This is an optimization exercise on Yosys and OpenROAD, whose aim is small area, a short achievable clock period and few clock cycles per item, not a production implementation. At most, simulation tests tie the RTL to the original design; equivalence was not proved. No activity file was given, so power comes from the tool's default toggle rates.

sierra:
==> flow/design.v (excerpt) <==
module two_priority_event_queue #(
   parameter int QUEUE_DEPTH = tpeq_pkg::DEFAULT_QUEUE_DEPTH
) (
   input  logic                             clock,
   input  logic                             reset,
   input  logic                             req_tvalid,
   output logic                             req_tready,
   input  logic [tpeq_pkg::REQ_TDATA_W-1:0] req_tdata,
   input  logic [tpeq_pkg::REQ_TUSER_W-1:0] req_tuser,
   output logic                             rsp_tvalid,
   input  logic                             rsp_tready,
   output logic [tpeq_pkg::RSP_TDATA_W-1:0] rsp_tdata,
   output logic [tpeq_pkg::RSP_TUSER_W-1:0] rsp_tuser
);
make LEC_CHECK=0 CAP_MARGIN=20 CORE_MARGIN=2 CORE_UTILIZATION=40 SETUP_SLACK_MARGIN=2.0 SLEW_MARGIN=20 SYNTH_HIERARCHICAL=1 finish   # period 4.2 ns
run.sh (not shown) runs the stock make flow with config.mk's settings and CLKGATE_MAP_FILE= SYNTH_SCRIPT=/design/flow/synth_recipe.tcl, a recipe that flattens the netlist after the stock synthesis.
Per the final summary, sierra finished and its layout is clean on timing, DRC and antenna.
Testbench counts of sierra, summed over its fixed seeds: cycles 24,008, items 24,000.
The following lists how fjord was set up differently from sierra:
- changing SETUP_SLACK_MARGIN from 2.0 to 2.1
- changing CORE_UTILIZATION from 40 to 60
Notes after the runs:
Taking sierra as the reference, in fjord fraction of layout instances using a drive strength above 1 now larger; final standard cell count with taps included and fillers excluded now smaller; sequential cell area share now smaller; power now larger; initial core utilization now larger.
Between sierra and fjord, signed area change from the synthesized netlist to the final layout increased.
fjord finished every stage and its layout cleared the timing, DRC and antenna checks.
In fjord the non-clock buffer count turned out 26% higher than in sierra.
fjord does worse than sierra on routed via count.

---

## the reference run
two_priority_event_queue, a different RTL version from the one above (not shown whole).
Size in the first run: about 2,000 cells after synthesis, ~1,100 flip-flops, ~85 I/O pins, about 40,000 µm² of cells after synthesis.
Settings: LEC_CHECK=0, CAP_MARGIN=20, CORE_MARGIN=2, CORE_UTILIZATION=60, CTS_CLUSTER_DIAMETER=100, CTS_CLUSTER_SIZE=28, SETUP_SLACK_MARGIN=2.1, SLEW_MARGIN=20, SYNTH_HIERARCHICAL=1; clock period 4.2 ns.
The following lists how the trial run was set up differently from the reference run:
- swapping 2.1 for 2.3 in SETUP_SLACK_MARGIN
### Flow results
- The trial run completed; timing, DRC and antenna clean
- The share of power burned in registers was comparable across the reference run and the trial run.
- Run comparison: the trial run termination of the worst setup path rsp_tdata[19]; the reference run termination of the worst setup path rsp_entry_ff[16]
- Compared with the reference run, the trial run shows a lower register share of the cell area.
- Summary: final area, the trial run worse than the reference run
- Compared with the reference run, final routed wirelength across all metal layers in the trial run increased by more than 10%.
- Against the reference run, the trial run reports a number of setup buffers added after CTS that is higher.
No run of this note included a check of the RTL's function; only the layout flow was run.

---

== run A ==
Another version of the RTL of two_priority_event_queue (not shown whole).
Size in the first run: roughly 2100 cells after synthesis.
export LEC_CHECK = 0
export CAP_MARGIN = 20
export CORE_MARGIN = 2
export CORE_UTILIZATION = 60
export CTS_CLUSTER_DIAMETER = 100
export CTS_CLUSTER_SIZE = 28
export SETUP_SLACK_MARGIN = 2.2
export SLEW_MARGIN = 20
export SYNTH_HIERARCHICAL = 1
create_clock -name core_clock -period 4.2 [get_ports {clock}]
Testbench counts of run A, summed over its fixed seeds: cycles 24,008, items 24,000.
[inputs] run B vs run A
Settings: PLACE_DENSITY now 0.75, previously not set.
### Flow results
Across run A and run B, none had a timing, DRC or antenna violation.
NOTE: switching share of power in run B falls short of that of run A
Number of nets in the finished design ends up lower on run A.
[diff] power consumption, run B relative to run A: improvement
Run B vs run A, antenna cell count went up by 3.
Compare run A and run B | via-per-instance ratio higher: run B
Largest net degree at the start of global routing for run B: 7 down relative to run A
In terms of number of clock sinks seen by CTS, run A and run B differ only marginally.
Taking run A as the reference point, the final non-filler cell area of run B rises by 470 µm².
--- input diff run B..run C ---
Settings: SETUP_SLACK_MARGIN now 2.35, was 2.2; PLACE_DENSITY no longer set, was 0.75.
### Flow results
- Of run C and run B, run B shows the lower global router's overall resource usage, with run C above it.
- Run C against run B: count of clock-buffer cells in the layout rose by 2.5%, design area rose by about 0.8%.
- Summary of run C over run B: setup slack of the worst register-to-register path saw an increase, multiplexer area fraction after synthesis saw little to no change, initial antenna violation count saw an increase, headroom to the max-slew limit saw an increase.
Input-level comparison between run D and run C:
Settings: CAP_MARGIN: 20 -> 5; SLEW_MARGIN: 20 -> 5; SETUP_SLACK_MARGIN: 2.35 -> 2.2.
==> run notes <==
The register-to-register slack of run D exceeds that of run C by 0.04 ns.
Row maximum frequency: run D higher / run C lower
The clock network latency to the later pin of the worst-skew pair in run D sits 0.04 ns above the value recorded for run C.
From run D to run C, I/O pin count did not move at all.
[inputs] run E vs run D
Settings: changing CAP_MARGIN from 5 to 20; changing CORE_UTILIZATION from 60 to 70; changing SLEW_MARGIN from 5 to 20.
==> comparison <==
- Run E vs. run D: maximum buffer depth of the clock tree comparable; die area now smaller; upper clock frequency limit now smaller.
- Taking run D as the reference, in run E final estimated routing congestion in global placement +0.038; total power draw shrank by about 0.7%.
- | slew at the pin closest to its max-slew limit | run E vs run D | 0.070 ns lower |
- Reported for run D and run E, number of buffers added by the clock tree synthesis step turned out identical to the last digit.

---

The RTL this note starts from:
==> flow/design.v <==
`timescale 1ns / 1ps
package tpeq_pkg;
   localparam int DEFAULT_QUEUE_DEPTH = 16;
   localparam int ACTION_W   = 2;
   localparam int HANDLER_W  = 16;
   localparam int ARGUMENT_W = 16;
   localparam int ENTRY_W    = HANDLER_W + ARGUMENT_W;
   localparam int TOTAL_W    = 6;
   localparam int REQ_TDATA_W = 32;
   localparam int REQ_TUSER_W = 3;
   localparam int RSP_TDATA_W = 40;
   localparam int RSP_TUSER_W = 4;
   localparam logic [ACTION_W-1:0] ACT_PUSH = 2'd0;
   localparam logic [ACTION_W-1:0] ACT_POP  = 2'd1;
   localparam logic [ACTION_W-1:0] ACT_PEEK = 2'd2;
   typedef struct packed {
      logic accept;
      logic execute;
   } cmd_type;
   typedef struct packed {
      logic rsp_busy;
   } status_type;
endpackage
`timescale 1ns / 1ps
module two_priority_event_queue #(
   parameter int QUEUE_DEPTH = tpeq_pkg::DEFAULT_QUEUE_DEPTH
) (
   input  logic                             clock,
   input  logic                             reset,
   input  logic                             req_tvalid,
   output logic                             req_tready,
   input  logic [tpeq_pkg::REQ_TDATA_W-1:0] req_tdata,
   input  logic [tpeq_pkg::REQ_TUSER_W-1:0] req_tuser,
   output logic                             rsp_tvalid,
   input  logic                             rsp_tready,
   output logic [tpeq_pkg::RSP_TDATA_W-1:0] rsp_tdata,
   output logic [tpeq_pkg::RSP_TUSER_W-1:0] rsp_tuser
);
   localparam int PTR_W = $clog2(QUEUE_DEPTH);
   localparam int CNT_W = $clog2(QUEUE_DEPTH + 1);
   localparam int ENT_W = tpeq_pkg::ENTRY_W;
   localparam int TOT_W = tpeq_pkg::TOTAL_W;
   logic [ENT_W-1:0] high_mem [QUEUE_DEPTH];
   logic [ENT_W-1:0] low_mem  [QUEUE_DEPTH];
   logic [PTR_W-1:0] high_head_ff, high_tail_ff, low_head_ff, low_tail_ff;
   logic [CNT_W-1:0] high_count_ff, low_count_ff;
   logic             rsp_tvalid_ff;
   logic [ENT_W-1:0] rsp_entry_ff;
   logic [TOT_W-1:0] total_ff;
   logic [3:0]       rsp_flags_ff;
   logic       accept;
   logic [1:0] action;
   logic       prio;
   logic       is_push, is_pop, is_read;
   logic       high_full, low_full, high_any, low_any;
   logic       push_ok, push_dropped, pop_ok;
   logic       high_push, low_push, high_pop, low_pop;
   logic       entry_valid, from_high;
   logic [TOT_W-1:0] total_in;
   assign req_tready = !rsp_tvalid_ff || rsp_tready;
   assign accept     = req_tvalid && req_tready;
   assign action  = req_tuser[1:0];
   assign prio    = req_tuser[2];
   assign is_push = (action == tpeq_pkg::ACT_PUSH);
   assign is_pop  = (action == tpeq_pkg::ACT_POP);
   assign is_read = (action == tpeq_pkg::ACT_POP) || (action == tpeq_pkg::ACT_PEEK);
   assign high_full = high_count_ff[CNT_W-1];
   assign low_full  = low_count_ff[CNT_W-1];
   assign high_any  = (high_count_ff != '0);
   assign low_any   = (low_count_ff != '0);
   assign push_dropped = is_push && (prio ? high_full : low_full);
   assign push_ok      = is_push && !(prio ? high_full : low_full);
   assign pop_ok       = is_pop && (high_any || low_any);
   assign high_push    = accept && push_ok && prio;
   assign low_push     = accept && push_ok && !prio;
   assign high_pop     = accept && is_pop && high_any;
   assign low_pop      = accept && is_pop && !high_any && low_any;
   logic [2*QUEUE_DEPTH-1:0] head_sel;
   logic [ENT_W-1:0]         entry_word;
   always_comb begin
      for (int i = 0; i < QUEUE_DEPTH; i++) begin
         head_sel[i]               = high_any && (high_head_ff == PTR_W'(i));
         head_sel[QUEUE_DEPTH + i] = !high_any && low_any && (low_head_ff == PTR_W'(i));
      end
   end
   for (genvar b = 0; b < ENT_W; b++) begin : g_rd
      logic [2*QUEUE_DEPTH-1:0] column;
      for (genvar i = 0; i < QUEUE_DEPTH; i++) begin : g_col
         assign column[i]               = high_mem[i][b];
         assign column[QUEUE_DEPTH + i] = low_mem[i][b];
      end
      tpeq_read_bit #(.N(2*QUEUE_DEPTH)) u_rd (
         .sel  (head_sel),
         .data (column),
         .en   (is_read),
         .bit_o(entry_word[b])
      );
   end
   assign entry_valid = is_read && (high_any || low_any);
   assign from_high   = is_read && high_any;
   assign total_in = push_ok ? total_ff + 1'b1 :
                     pop_ok  ? total_ff - 1'b1 : total_ff;
   always_ff @(posedge clock) begin
      for (int i = 0; i < QUEUE_DEPTH; i++) begin
         if (!high_full && high_tail_ff == PTR_W'(i)) high_mem[i] <= req_tdata;
         if (!low_full && low_tail_ff == PTR_W'(i))   low_mem[i]  <= req_tdata;
      end
   end
   always_ff @(posedge clock) begin
      if (reset) begin
         high_head_ff  <= '0;
         high_tail_ff  <= '0;
         high_count_ff <= '0;
         low_head_ff   <= '0;
         low_tail_ff   <= '0;
         low_count_ff  <= '0;
         total_ff      <= '0;
         rsp_tvalid_ff <= 1'b0;
      end else begin
         if (high_push) high_tail_ff <= high_tail_ff + 1'b1;
         if (low_push)  low_tail_ff  <= low_tail_ff + 1'b1;
         if (high_pop)  high_head_ff <= high_head_ff + 1'b1;
         if (low_pop)   low_head_ff  <= low_head_ff + 1'b1;
         if (high_push)     high_count_ff <= high_count_ff + 1'b1;
         else if (high_pop) high_count_ff <= high_count_ff - 1'b1;
         if (low_push)      low_count_ff <= low_count_ff + 1'b1;
         else if (low_pop)  low_count_ff <= low_count_ff - 1'b1;
         if (accept) total_ff <= total_in;
         if (accept) rsp_tvalid_ff <= 1'b1;
         else if (rsp_tready) rsp_tvalid_ff <= 1'b0;
      end
   end
   always_ff @(posedge clock) begin
      if (accept) begin
         rsp_entry_ff <= entry_word;
         rsp_flags_ff <= {(total_in == '0), push_dropped, from_high, entry_valid};
      end
   end
   assign rsp_tvalid = rsp_tvalid_ff;
   assign rsp_tdata  = {2'b00, total_ff, rsp_entry_ff};
   assign rsp_tuser  = rsp_flags_ff;
endmodule
module tpeq_read_bit #(
   parameter int N = 32
) (
   input  logic [N-1:0] sel,
   input  logic [N-1:0] data,
   input  logic         en,
   output logic         bit_o
);
   localparam int G = (N + 2) / 3;
   logic [3*G-1:0] s_ext, d_ext;
   logic [G-1:0]   none;
   assign s_ext = (3*G)'(sel);
   assign d_ext = (3*G)'(data);
   for (genvar g = 0; g < G; g++) begin : g_aoi
      tpeq_aoi222 u_aoi (
         .a1(s_ext[3*g]),   .a2(d_ext[3*g]),
         .b1(s_ext[3*g+1]), .b2(d_ext[3*g+1]),
         .c1(s_ext[3*g+2]), .c2(d_ext[3*g+2]),
         .y (none[g])
      );
   end
   assign bit_o = en && !(&none);
endmodule
module tpeq_aoi222 (
   input  logic a1, a2, b1, b2, c1, c2,
   output logic y
);
   assign y = !((a1 && a2) || (b1 && b2) || (c1 && c2));
endmodule
make LEC_CHECK=0 CAP_MARGIN=20 CORE_MARGIN=2 CORE_UTILIZATION=40 SLEW_MARGIN=20 SYNTH_HIERARCHICAL=1 finish   # period 4.2 ns
Rerun with:
- SETUP_SLACK_MARGIN: default -> 2.0
Result: The new run produced a clean layout; clock-buffer cell count climbs by 12; sequential power hardly moves; global-route usage climbs by 0.84 points; via count climbs by a few percent; sequential cell count stays the same; worst setup slack gains 750 ps.
Function was not checked in any run of this note: the RTL went through the layout flow alone.

[what the ideal ports hide]
How much do the figures lean on ideal ports? The routed layouts below were timed once more, with nothing changed but the port constraints.
Step 1: set_driving_cell puts a clkbuf_16 on clock and a buf_2 on each other input, an assumption about the parent block.
Step 2 times the ports against the registers' clock, not the clock port: input delays grow and output delays shrink by t, the midpoint of the rising clock arrivals with the driver on.
a / b / c = ideal ports / drivers / drivers and shift; a / b = the first two.
run	t (ns)	setup WS [ns]	worst hold slack (ns)	worst setup path after step 2
sierra	0.751	1.886 / 1.872 / 1.309	0.458 / 0.458 / 0.458	input to register
fjord	0.723	1.970 / 1.902 / 1.411	0.462 / 0.462 / 0.462	input to register
the reference run	0.707	1.897 / 1.897 / 1.421	0.477 / 0.477 / 0.477	input to register
the trial run	0.705	1.944 / 1.879 / 1.734	0.480 / 0.480 / 0.480	input to register
run A	0.725	2.171 / 2.100 / 1.563	0.486 / 0.486 / 0.486	input to register
run B	0.694	2.095 / 2.092 / 1.514	0.490 / 0.490 / 0.490	input to register
run C	0.687	2.138 / 2.117 / 1.717	0.504 / 0.504 / 0.504	input to register
run D	0.726	2.176 / 2.105 / 1.551	0.485 / 0.485 / 0.485	input to register
run E	0.703	2.139 / 2.074 / 1.540	0.492 / 0.492 / 0.492	input to register
the first run of note 4	0.731	0.471 / 0.471 / 0.471	0.506 / 0.506 / 0.506	register to register
the second run of note 4	0.740	1.222 / 1.222 / 1.068	0.514 / 0.514 / 0.514	input to register
After both steps setup and hold are still met in every run listed. For run D, which loses most, drivers alone change the setup slack by -0.071 ns; drivers and shift together by -0.625 ns.
